Source: an optimization exercise on an open RTL-to-GDS flow (aim: small area, a short achievable clock period and few clock cycles per item). Production flows keep margins and buffers that such runs may drop. In this exercise RTL edits were held to simulation tests only and were not proved equivalent to the original. Power and IR drop assume default switching activity.

==> flow/design.v (outline; a module is shown in full before it is edited, if it fits) <==
// module pid_mac: 2939 lines
// module pid_core_mc: 270 lines
module pid_core_mc #(
  parameter int N_CH      = 8,
  parameter int W_CH      = 3,
  parameter int W_IN      = 18,
  parameter int W_OUT     = 32,
  parameter int W_EP      = 16,
  parameter int LIM_SHIFT = 16
) (
  input  logic                    clk_in,
  input  logic                    reset_n_in,
  input  logic signed [W_IN-1:0]  data_in,
  input  logic [W_CH-1:0]         data_chan_in,
  input  logic                    data_valid_in,
  output logic                    data_ready_out,
  input  logic                    param_wr_in,
  input  logic [W_CH-1:0]         param_chan_in,
  input  logic [2:0]              param_addr_in,
  input  logic signed [W_EP-1:0]  param_data_in,
  input  logic                    update_en_in,
  input  logic                    update_in,
  input  logic                    clear_in,
  input  logic [W_CH-1:0]         clear_chan_in,
  output logic signed [W_OUT-1:0] data_out,
  output logic [W_CH-1:0]         data_chan_out,
  output logic                    data_valid_out
);
  // ...
==> flow/flow/run.sh <==
#!/bin/bash
set -euo pipefail
bash standard.sh SETUP_SLACK_MARGIN=8.85 "BUFFER_PORTS_ARGS=-buffer_cell sky130_fd_sc_hd__buf_4" finish > standard_flow.log 2>&1
==> flow/standard.sh <==
#!/bin/bash
# synth_recipe.tcl (not shown) runs the flow's synth.tcl, then flattens the netlist and writes it again
# the make line also repeats each setting of config.mk as NAME=value (left out here)
make -C /OpenROAD-flow-scripts/flow DESIGN_CONFIG=/design/flow/config.mk WORK_HOME=/design/flow/orfs CLKGATE_MAP_FILE= SYNTH_SCRIPT=/design/flow/synth_recipe.tcl "${@:-finish}"
==> flow/config.mk <==
export PLATFORM = sky130hd
export DESIGN_NAME = pid_core_mc
export DESIGN_NICKNAME = pid_core_mc
export VERILOG_FILES = /design/flow/design.v
export SDC_FILE = /design/flow/constraint.sdc
export NUM_CORES = 4
export LEC_CHECK = 0
export ABC_CLOCK_PERIOD_IN_PS = 6000
export CAP_MARGIN = 20
export CORE_MARGIN = 2
export CORE_UTILIZATION = 55
export CTS_CLUSTER_DIAMETER = 60
export CTS_CLUSTER_SIZE = 20
export SLEW_MARGIN = 20
==> flow/constraint.sdc <==
create_clock -name core_clock -period 15.0 [get_ports {clk_in}]
set_input_delay 3.0000 -clock core_clock [delete_from_list [all_inputs] [get_ports {clk_in}]]
set_output_delay 3.0000 -clock core_clock [all_outputs]
set_load 0.01 [all_outputs]
==> flow_metrics.tcl, run 1 <==
set metrics [dict create \
    cts-root-buf "clkbuf_16" \
    syn_to_final_growth_pct 8.294 \
    netlist_area_um2 121800 \
    die_h_um 474.6 \
    initial_utilization 0.5539 \
    internal-power_uw 11510 \
    clkbuf_count 238 \
    crit_arrival_ns 3.20 \
    antenna_found_initial 16 \
    whs_ns 0.3258 \
    hold_depth 0 \
    synth_edf_count 2096 \
    cts_resized 8 \
    fin_nets 9985 \
    worst_pin_slew_ns 1.191 \
    reg2regPathDepth 18 \
    die_area_um2 225300 \
    numPortBuffers 89 \
    grt_util_met1 0.4497 \
    fin_worst_skew_ns 0.05591 \
    netlist_instances 9310 \
    clockPowerShare 0.319 \
    nNonClkBuffers 272 \
    largest_register "u_h" \
    worstHoldStart "c_mn[3]$_DFF_P_" \
    avgSynthCellArea_um2 13.09 \
    endpoint "data_ready_out" \
    yosysSeqAreaShare 0.6039 \
    ant_nets 0 \
    fin_crit_sh 0.4136 \
    crit_family "buffers and inverters" \
    clock_area_frac 0.04587 \
    cp_slowest_stage_delay_ns 0.11 \
    max_freq_mhz 161.2 \
    synth_cell_type_count 82 \
    clk_pin_slew_ns 0.08 \
    routed-via-count 76890 \
    seq_power_uw 8900 \
    grt-ovfl-total 0 \
    p_sw_frac 0.2918 \
    outcome "finished clean" \
    htreeDepth 4 \
]
Testbench counts, summed over its fixed seeds: cycles 6,432, items 6,400.
==> run 2, diff against run 1 <==
--- a/flow/config.mk
+++ b/flow/config.mk
@@ -9,6 +9,6 @@
 export CAP_MARGIN = 20
 export CORE_MARGIN = 2
-export CORE_UTILIZATION = 55
-export CTS_CLUSTER_DIAMETER = 60
-export CTS_CLUSTER_SIZE = 20
+export CORE_UTILIZATION = 62
+export CTS_CLUSTER_DIAMETER = 75
+export CTS_CLUSTER_SIZE = 26
 export SLEW_MARGIN = 20
==> run 2 against run 1 <==
Effect of this change:
- synthesized cell count unchanged
- flip-flop and latch count stayed put
- sequential power barely moved
- largest power group unchanged
- sequential share of layout area increased by 0.81 points
- cell area down 1.4%
- still clean on timing, DRC and antenna
- combinational power about the same
==> flow_metrics.tcl, run 2 <==
set metrics [dict create \
    cts_hold_buf 0 \
    crit_type "in2out" \
    slew_violations 0 \
    critPathBufInv 2 \
    top_regs "u_h: 256 flops, e1_h: 152 flops, e2_h: 152 flops" \
    yosys.cell_count.top_type "edfxtp_1" \
    cp-end-kind "primary output" \
    clk_latency_ns 0.86 \
    drtIter0Drc 9595 \
    place_hpwl_um 244100 \
    crit_start "reset_n_in" \
    first_pass_iters 8 \
    worst_hold_path_type "reg2reg" \
    fin_crit_sh 0.4134 \
    synth_edf_count 2096 \
    hold_viol 0 \
    cp_slowest_stage_delay_ns 0.11 \
    grt_pass1_wl_um 530200 \
    rsz0062_at_grt "yes" \
    antenna_found_initial 16 \
    routedWlPerCell_um 30.90 \
    path_cells "buf_6 > buf_6" \
    drive_above_1_share 0.06816 \
    via_per_inst 6.532 \
    rrSetupSlack_ns 9.06 \
    outcome "finished clean" \
    ys_top_cells_by_area "edfxtp_1 52%, fa_1 9.3%, dfxtp_1 8.7%, a22oi_1 5.9%, nand2_1 3.7%" \
    syn_nets 10150 \
    critPathRequiredTime_ns 12.00 \
    largest_register "u_h" \
    pre_cts_slack_ns 8.755 \
    max_freq_mhz 161.3 \
    row_count 162 \
    ant_nets 0 \
    htreeDepth 4 \
    largest_reg_flops 256 \
    critPathSlowestCell "buf_6" \
    cts_inserted_buffers 137 \
    yosysTopAreaCellShare 0.5166 \
    tns_ns 0 \
    fin_worst_skew_ns 0.05924 \
    netlist_instances 9310 \
    die_area_um2 200100 \
    gp_congestion 0.9584 \
    power_uw 15510 \
    period_needed_ns 6.201 \
    initial_utilization 0.6241 \
    path_max_fanout 2 \
    fin_nets 9924 \
    p_per_area_nw_per_um2 119.3 \
    cts-root-buf "clkbuf_16" \
    setup_viol 0 \
    max_slew_margin 0.1541 \
    numPortBuffers 89 \
    clockBufferDepth 3 \
    layout_common_cells "2096 x edfxtp_1, 1202 x nand2_1, 953 x a22oi_1" \
    r2r_start "a_oh[7]$_DFF_P_" \
    netlist_area_um2 121800 \
    ys.flop_type "edfxtp_1" \
    worstHoldStart "c_mn[6]$_DFF_P_" \
    yosysWarnings 1 \
    clk_pin_slew_ns 0.09 \
    grt_max_degree 162 \
    final_common_cell "edfxtp_1" \
    cp-start-kind "input pin" \
    routed-via-count 77280 \
    die_x_um 447.3 \
    fin_ws_ns 8.799 \
    grt-ovfl-total 0 \
    synth_cell_type_count 82 \
    syn_to_final_growth_pct 6.741 \
    cap_violations 0 \
    synth_commonest_cells "2096 x edfxtp_1, 1206 x nand2_1, 953 x a22oi_1, 663 x inv_1, 566 x fa_1" \
    tritoncts "built" \
    async_flop_share 0 \
    crit_arrival_ns 3.20 \
    yosysSeqAreaShare 0.6039 \
    grt_use_total 0.3679 \
    crit_family "buffers and inverters" \
    die_h_um 447.3 \
    grt_pass1_vias 76040 \
    num_io_pins 90 \
    ir_worst_vdd_mv 0.1173 \
    worst_pin_slew_ns 1.260 \
    coreArea_um2 195200 \
    cts_sinks 2627 \
    yosysTopAreaCell "edfxtp_1" \
    p_leak_uw 0.04788 \
    critPathMostFrequentCell "buf_6" \
    ys_seq_elements 2627 \
    wirelength_um 365600 \
    drc 0 \
    postLayoutCoreUtil 0.6662 \
    avgSynthCellArea_um2 13.09 \
]
run 2: cell types whose count changed in the layout (fill, tap and decap cells not counted), sizes merged:
cell / change
clkinv: -10
inv: -12
buf: -21
diode: +3
clkbuf: -39
bufinv: -3
clkinvlp: -5
run 2: final timing paths:
check                                        end  cells past startpoint
worst max register to register  c_d1[19]$_DFF_P_                     19
worst min-delay path             d_mn[6]$_DFF_P_                      0
worst min register to register   d_mn[6]$_DFF_P_                      0
worst max-delay path              data_ready_out                      2
run 2: cell type report:
class                           count  area, um^2
Antenna cell                        8       20.02
Clock buffer                      198        3804
Clock inverter                     56       922.1
Fill cell                       14400       65160
Inverter                          664        2492
Multi-Input combinational cell   5402       43840
Sequential cell                  2627       73640
Tap cell                         2624        3283
Timing Repair Buffer              252        2039
run 2: per-layer routing:
metal	global-route usage	part of all wire
met1	0.4913	0.38
met2	0.5706	0.46
met3	0.06853	0.095
met4	0.2113	0.070
met5	0	0.00064
run 2: report_power, final:
part / internal (uW) / total, uW / leakage, uW / switching [uW]
Clock: 1980 / 4450 / 0.00226 / 2470
Sequential: 8250 / 8930 / 0.0236 / 679
Combinational: 699 / 2130 / 0.0220 / 1430
run 2: kinds of logic (layout without fill, tap and decap cells):
kind of cell,after synthesis,count (layout),share of synthesized area
adder cells (fa/ha/maj),787,787,0.1157
XOR/XNOR,618,618,0.04458
buffers and inverters,1281,1170,0.03959
other,0,8,0
AO/OA/AOI/OAI,1922,1922,0.1168
multiplexers,132,132,0.01150
AND/OR/NAND/NOR,1943,1943,0.06793
flip-flops,2627,2627,0.6039
run 2: metrics by stage:
step | hold slack [ns] | cell area [um^2] | cells
after global placement | 0.3101 | 125100 | 11570
after CTS | 0.3328 | 129800 | 11820
after floorplan | 0.3096 | 121900 | 9310
after detailed placement | 0.3121 | 125100 | 11570
after global routing | 0.3380 | 130000 | 11820
final | 0.3329 | 130000 | 11830
run 2: repair_timing:
action | CTS | global route
resized for setup | 8 | 27
endpoints found under the setup margin | 19 | 93
cloned | 0 | 0
buffers inserted | 0 | 2

## separate check: timing with driven ports
In the flow no input, the clock included, has a driving cell. The finished layouts below were timed again as built, in two steps. Step 1 sets driving cells, clkbuf_16 on the clock port and buf_2 on the other inputs (assumed; they add their load-dependent delay and slew). Step 2 moves the port delays by t, midway between the first and last clock arrival at a register: inputs arrive t later, outputs are due t later. That takes back most of the time a late clock gives input paths. a / b / c = ideal ports / drivers / drivers and shift; a / b = the first two.
| run | shift t [ns] | setup slack, ns | worst slew at a driven data input, ns |
|---|---|---|---|
| run 1 | 0.945 | 8.797 / 8.749 / 8.749 | 0.10 |
| run 2 | 0.916 | 8.799 / 8.763 / 8.763 | 0.15 |
After both steps setup and hold are still met in every run listed. The setup slack of run 1, which loses most, moves by -0.048 ns with the drivers and by -0.048 ns with both steps.
